Context: an optimization exercise on an open-source flow, tuned for small area and a short achievable clock period. The choices shown serve that exercise and are no tape-out recipe.
In this exercise RTL edits were held to simulation tests only and were not proved equivalent to the original.
Power figures rest on the tool's default switching activity, not on a simulated workload.

## csr_unit
module csr_unit #(
    parameter logic [csr_pkg::XLEN-1:0] MSCRATCH_RESET = 32'hb000_0000,
    parameter logic [csr_pkg::XLEN-1:0] HART_ID        = 32'd1,
    parameter logic [63:0]              MTIMECMP_RESET = 64'h0000_0000_8000_0000,
    parameter logic                     MEIE_RESET     = 1'b1
) (
    input  logic                          clk,
    input  logic                          rst_n,
    input  logic                          instruction_vld,
    input  logic [csr_pkg::XLEN-1:0]      instruction_pld,
    input  logic [4:0]                    inst_rd_idx,
    input  logic                          inst_rd_en,
    input  logic [csr_pkg::XLEN-1:0]      rs1_val,
    input  logic [63:0]                   instret,
    input  logic                          trap_vld,
    input  logic [csr_pkg::XLEN-1:0]      trap_pc,
    input  logic [csr_pkg::XLEN-1:0]      trap_cause,
    input  logic [csr_pkg::XLEN-1:0]      trap_tval,
    input  logic                          mret_en,
    input  logic                          intr_meip,
    input  logic                          intr_msip,
    input  logic                          intr_rdy,
    output logic [4:0]                    reg_index,
    output logic                          reg_wr_en,
    output logic [csr_pkg::XLEN-1:0]      reg_val,
    output logic                          intr_vld,
    output logic [csr_pkg::XLEN-1:0]      intr_op,
    output logic [csr_pkg::XLEN-1:0]      mtvec_val,
    output logic [csr_pkg::XLEN-1:0]      mepc_val
);
Settings: LEC_CHECK=0, CAP_MARGIN=20, CORE_MARGIN=2, CORE_UTILIZATION=55, CTS_BUF_LIST=sky130_fd_sc_hd__clkbuf_8, CTS_CLUSTER_DIAMETER=50, CTS_CLUSTER_SIZE=12, SETUP_SLACK_MARGIN=1.9, SLEW_MARGIN=20, TNS_END_PERCENT=0; clock period 6.0 ns.
standard.sh (not shown) runs the stock make flow with config.mk's settings and CLKGATE_MAP_FILE= SYNTH_SCRIPT=/design/flow/synth_recipe.tcl, a recipe that flattens the netlist after the stock synthesis.
==> flow/flow/run.sh <==
#!/bin/bash
# The standard flow's layout, with two changes: abc maps with flow/abc_custom.script,
# and the port buffers are plain buf_1 cells.
set -euo pipefail
export CUSTOM_ABC_SCRIPT="$PWD/flow/abc_custom.script"
bash standard.sh SYNTH_SCRIPT="$PWD/flow/synth_custom.tcl" \
  BUFFER_PORTS_ARGS="-buffer_cell sky130_fd_sc_hd__buf_1" finish > standard_make.log 2>&1
==> flow/flow/abc_custom.script <==
&get -n
&st
&dch
&nf
&st
&syn2
&if -g -K 6
&synch2
&nf
&st
&syn2
&if -g -K 6
&synch2
&nf
&put
strash
dch
map
topo
buffer -c
stime -c
upsize -c
dnsize -c
==> flow/flow/synth_custom.tcl <==
proc synth {args} { yosys synth -nofsm -noshare {*}$args }
proc abc {args} {
  set i [lsearch -exact $args -script]
  if {$i >= 0} { lset args [expr {$i + 1}] $::env(CUSTOM_ABC_SCRIPT) }
  yosys abc {*}$args
}
source $::env(SCRIPTS_DIR)/synth.tcl
# left out here: clear keep_hierarchy, flatten, clean up, hide names made inside functions, write 1_2_yosys.v
The starting point finished clean.
==> next run, changes <==
==> flow/flow/run.sh (replaced) <==
#!/bin/bash
set -euo pipefail
bash standard.sh BUFFER_PORTS_ARGS="-buffer_cell sky130_fd_sc_hd__buf_1" finish > standard_make.log 2>&1
Settings changed: CORE_UTILIZATION 55 to 65, CTS_BUF_LIST sky130_fd_sc_hd__clkbuf_8 to sky130_fd_sc_hd__clkbuf_4, CTS_CLUSTER_DIAMETER 50 to 40, CTS_CLUSTER_SIZE 12 to 8, PLACE_DENSITY set to 0.75, SETUP_SLACK_MARGIN 1.9 to 1.5, TNS_END_PERCENT 0 to not set.
removed: flow/flow/abc_custom.script
removed: flow/flow/synth_custom.tcl
Outcome:
- area after synthesis hardly moves
- final cell count shrinks by 10%
- flip-flop and latch count does not change
- combinational power goes down by 5.5%
- clock skew rises by 0.020 ns
- design area shrinks by about 5.5%
==> next run, changes <==
==> flow/flow/run.sh (replaced) <==
#!/bin/bash
# The standard flow's layout, with two changes: abc maps with flow/abc_custom.script,
# and the port buffers are plain buf_1 cells.
set -euo pipefail
export CUSTOM_ABC_SCRIPT="$PWD/flow/abc_custom.script"
bash standard.sh SYNTH_SCRIPT="$PWD/flow/synth_custom.tcl" \
  BUFFER_PORTS_ARGS="-buffer_cell sky130_fd_sc_hd__buf_1" finish > standard_make.log 2>&1
==> flow/flow/abc_custom.script (new file) <==
&get -n
&st
&dch
&nf
&st
&syn2
&if -g -K 6
&synch2
&nf
&st
&syn2
&if -g -K 6
&synch2
&nf
&put
strash
dch
map
topo
buffer -c
stime -c
upsize -c
dnsize -c
==> flow/flow/synth_custom.tcl (new file) <==
proc synth {args} { yosys synth -nofsm -noshare {*}$args }
proc abc {args} {
  set i [lsearch -exact $args -script]
  if {$i >= 0} { lset args [expr {$i + 1}] $::env(CUSTOM_ABC_SCRIPT) }
  yosys abc {*}$args
}
source $::env(SCRIPTS_DIR)/synth.tcl
# left out here: clear keep_hierarchy, flatten, clean up, hide names made inside functions, write 1_2_yosys.v
Settings changed: CORE_UTILIZATION 65 to 55, CTS_BUF_LIST sky130_fd_sc_hd__clkbuf_4 to sky130_fd_sc_hd__clkbuf_8, CTS_CLUSTER_DIAMETER 40 to 50, CTS_CLUSTER_SIZE 8 to 12, PLACE_DENSITY 0.75 to not set, SETUP_SLACK_MARGIN 1.5 to 1.7, TNS_END_PERCENT set to 0.
=> Via count went up by a few percent. Total power went up by roughly a tenth. Cell area went up slightly. Routed wire length went up by about a fifth. Cell count went up by roughly a tenth. Die area went up by about a fifth. Count of clock-buffer cells in the layout went down by 11. Sequential power hardly moves.

Starting RTL as in the previous note.
Settings: LEC_CHECK=0, CAP_MARGIN=20, CORE_MARGIN=2, CORE_UTILIZATION=55, CTS_BUF_LIST=sky130_fd_sc_hd__clkbuf_8, CTS_CLUSTER_DIAMETER=50, CTS_CLUSTER_SIZE=12, SETUP_SLACK_MARGIN=1.5, SLEW_MARGIN=20; clock period 6.0 ns.
==> flow/flow/run.sh <==
#!/bin/bash
set -euo pipefail
bash standard.sh BUFFER_PORTS_ARGS="-buffer_cell sky130_fd_sc_hd__buf_1" finish > standard_make.log 2>&1
The starting point completed with no timing, DRC or antenna violations.
Change:
==> flow/flow/run.sh (replaced) <==
#!/bin/bash
# The standard flow's layout, with two changes: abc maps with flow/abc_custom.script,
# and the port buffers are plain buf_1 cells.
set -euo pipefail
export CUSTOM_ABC_SCRIPT="$PWD/flow/abc_custom.script"
bash standard.sh SYNTH_SCRIPT="$PWD/flow/synth_custom.tcl" \
  BUFFER_PORTS_ARGS="-buffer_cell sky130_fd_sc_hd__buf_1" finish > standard_make.log 2>&1
==> flow/flow/abc_custom.script (new file) <==
&get -n
&st
&dch
&nf
&st
&syn2
&if -g -K 6
&synch2
&nf
&st
&syn2
&if -g -K 6
&synch2
&nf
&put
strash
dch
map
topo
buffer -c
stime -c
upsize -c
dnsize -c
==> flow/flow/synth_custom.tcl (new file) <==
proc synth {args} { yosys synth -nofsm -noshare {*}$args }
proc abc {args} {
  set i [lsearch -exact $args -script]
  if {$i >= 0} { lset args [expr {$i + 1}] $::env(CUSTOM_ABC_SCRIPT) }
  yosys abc {*}$args
}
source $::env(SCRIPTS_DIR)/synth.tcl
# left out here: clear keep_hierarchy, flatten, clean up, hide names made inside functions, write 1_2_yosys.v
SETUP_SLACK_MARGIN = 1.7   (was 1.5)
What happened: Power increases slightly; clock skew stays flat; worst hold slack is better by 0.0059 ns; non-clock buffer count increases by 22; area after synthesis is about the same; wire length increases by about a fifth; synthesized cell count increases by roughly a tenth.
Change:
--- a/flow/flow/abc_custom.script
+++ b/flow/flow/abc_custom.script
@@ -3,0 +4,15 @@
+&nf
+&st
+&syn2
+&if -g -K 6
+&synch2
+&nf
+&st
+&syn2
+&if -g -K 6
+&synch2
+&nf
+&st
+&syn2
+&if -g -K 6
+&synch2
What happened: Final area is higher by 4.3%; synthesized cell count rose by 3.7%; wire length goes up by 5.6%; setup slack degrades by 0.069 ns; synthesized area is higher by 3.9%; via count increases by 4.1%.
Change:
==> flow/flow/abc_custom.script (replaced) <==
&get -n
&st
&dch
&nf
&st
&syn2
&if -g -K 6
&synch2
&nf
&st
&syn2
&if -g -K 6
&synch2
&nf
&put
strash
dch
map
topo
buffer -c
stime -c
upsize -c
dnsize -c
SETUP_SLACK_MARGIN = 1.5   (was 1.7)
Design area is lower by a few percent; clock skew is about the same; non-clock buffer count is lower by 33.
Change:
==> flow/flow/abc_custom.script (replaced) <==
&get -n
&st
&dch
&nf
&st
&syn2
&if -g -K 6
&synch2
&nf
&st
&syn2
&if -g -K 6
&synch2
&nf
&put
strash
dch
map
topo
stime -c
- The changed run passed the timing, design-rule and antenna checks
- power fell by 5.5%
- routed wire length falls by 3.3%
- global-route usage increases by 0.16 points
- synthesized cell count came out lower by 5.3%
- flip-flop and latch count stays the same
Change:
==> flow/flow/run.sh (replaced) <==
#!/bin/bash
set -euo pipefail
bash standard.sh BUFFER_PORTS_ARGS="-buffer_cell sky130_fd_sc_hd__buf_1" finish > standard_make.log 2>&1
SETUP_SLACK_MARGIN = 2.2   (was 1.5)
removed: flow/flow/abc_custom.script
removed: flow/flow/synth_custom.tcl
Result:
- The changed run finished with timing, DRC and antenna clean
- core utilization goes up by 5.2 points
- first-iteration DRC count goes up by 26%
- combinational power goes up by 10%
- global-route usage goes down by 0.32 points
- total power goes up by 4.5%
- sequential power is about the same

[re-timing with driven ports]
No port has a modelled driver above. Below, the same layouts with a new extraction and two added sets of constraints.
Step 1: set_driving_cell puts a clkbuf_16 on clk and a buf_2 on each other input, an assumption about the parent block.
Step 2 times the ports against the registers' clock, not the clock port: input delays grow and output delays shrink by t, the midpoint of the rising clock arrivals with the driver on.
Three values: no drivers, after step 1, after step 2; two values: the first two.
| run | t (ns) | slack for setup (ns) | hold WS [ns] | clock arrival spread, ns |
|---|---|---|---|---|
| the first run of note 1 | 0.629 | 1.737 / 1.712 / 1.674 | 0.491 / 0.491 / 0.491 | 0.033 / 0.033 |
| the second run of note 1 | 0.732 | 1.460 / 1.438 / 1.438 | 0.490 / 0.490 / 0.490 | 0.052 / 0.052 |
| the third run of note 1 | 0.627 | 1.678 / 1.653 / 1.653 | 0.489 / 0.489 / 0.489 | 0.034 / 0.034 |
| the first run of note 2 | 0.607 | 1.513 / 1.492 / 1.492 | 0.484 / 0.484 / 0.484 | 0.028 / 0.027 |
| the second run of note 2 | 0.626 | 1.698 / 1.673 / 1.666 | 0.490 / 0.490 / 0.490 | 0.031 / 0.030 |
| the third run of note 2 | 0.601 | 1.629 / 1.600 / 1.550 | 0.492 / 0.492 / 0.492 | 0.031 / 0.031 |
| the fourth run of note 2 | 0.625 | 1.563 / 1.544 / 1.544 | 0.489 / 0.489 / 0.489 | 0.033 / 0.033 |
| the fifth run of note 2 | 0.607 | 1.409 / 1.382 / 1.324 | 0.490 / 0.490 / 0.490 | 0.027 / 0.027 |
| the sixth run of note 2 | 0.609 | 1.529 / 1.478 / 1.478 | 0.484 / 0.484 / 0.484 | 0.032 / 0.031 |
After both steps every run listed still meets setup and hold. The setup slack of the fifth run of note 2, which loses most, moves by -0.027 ns with the drivers and by -0.085 ns with both steps.
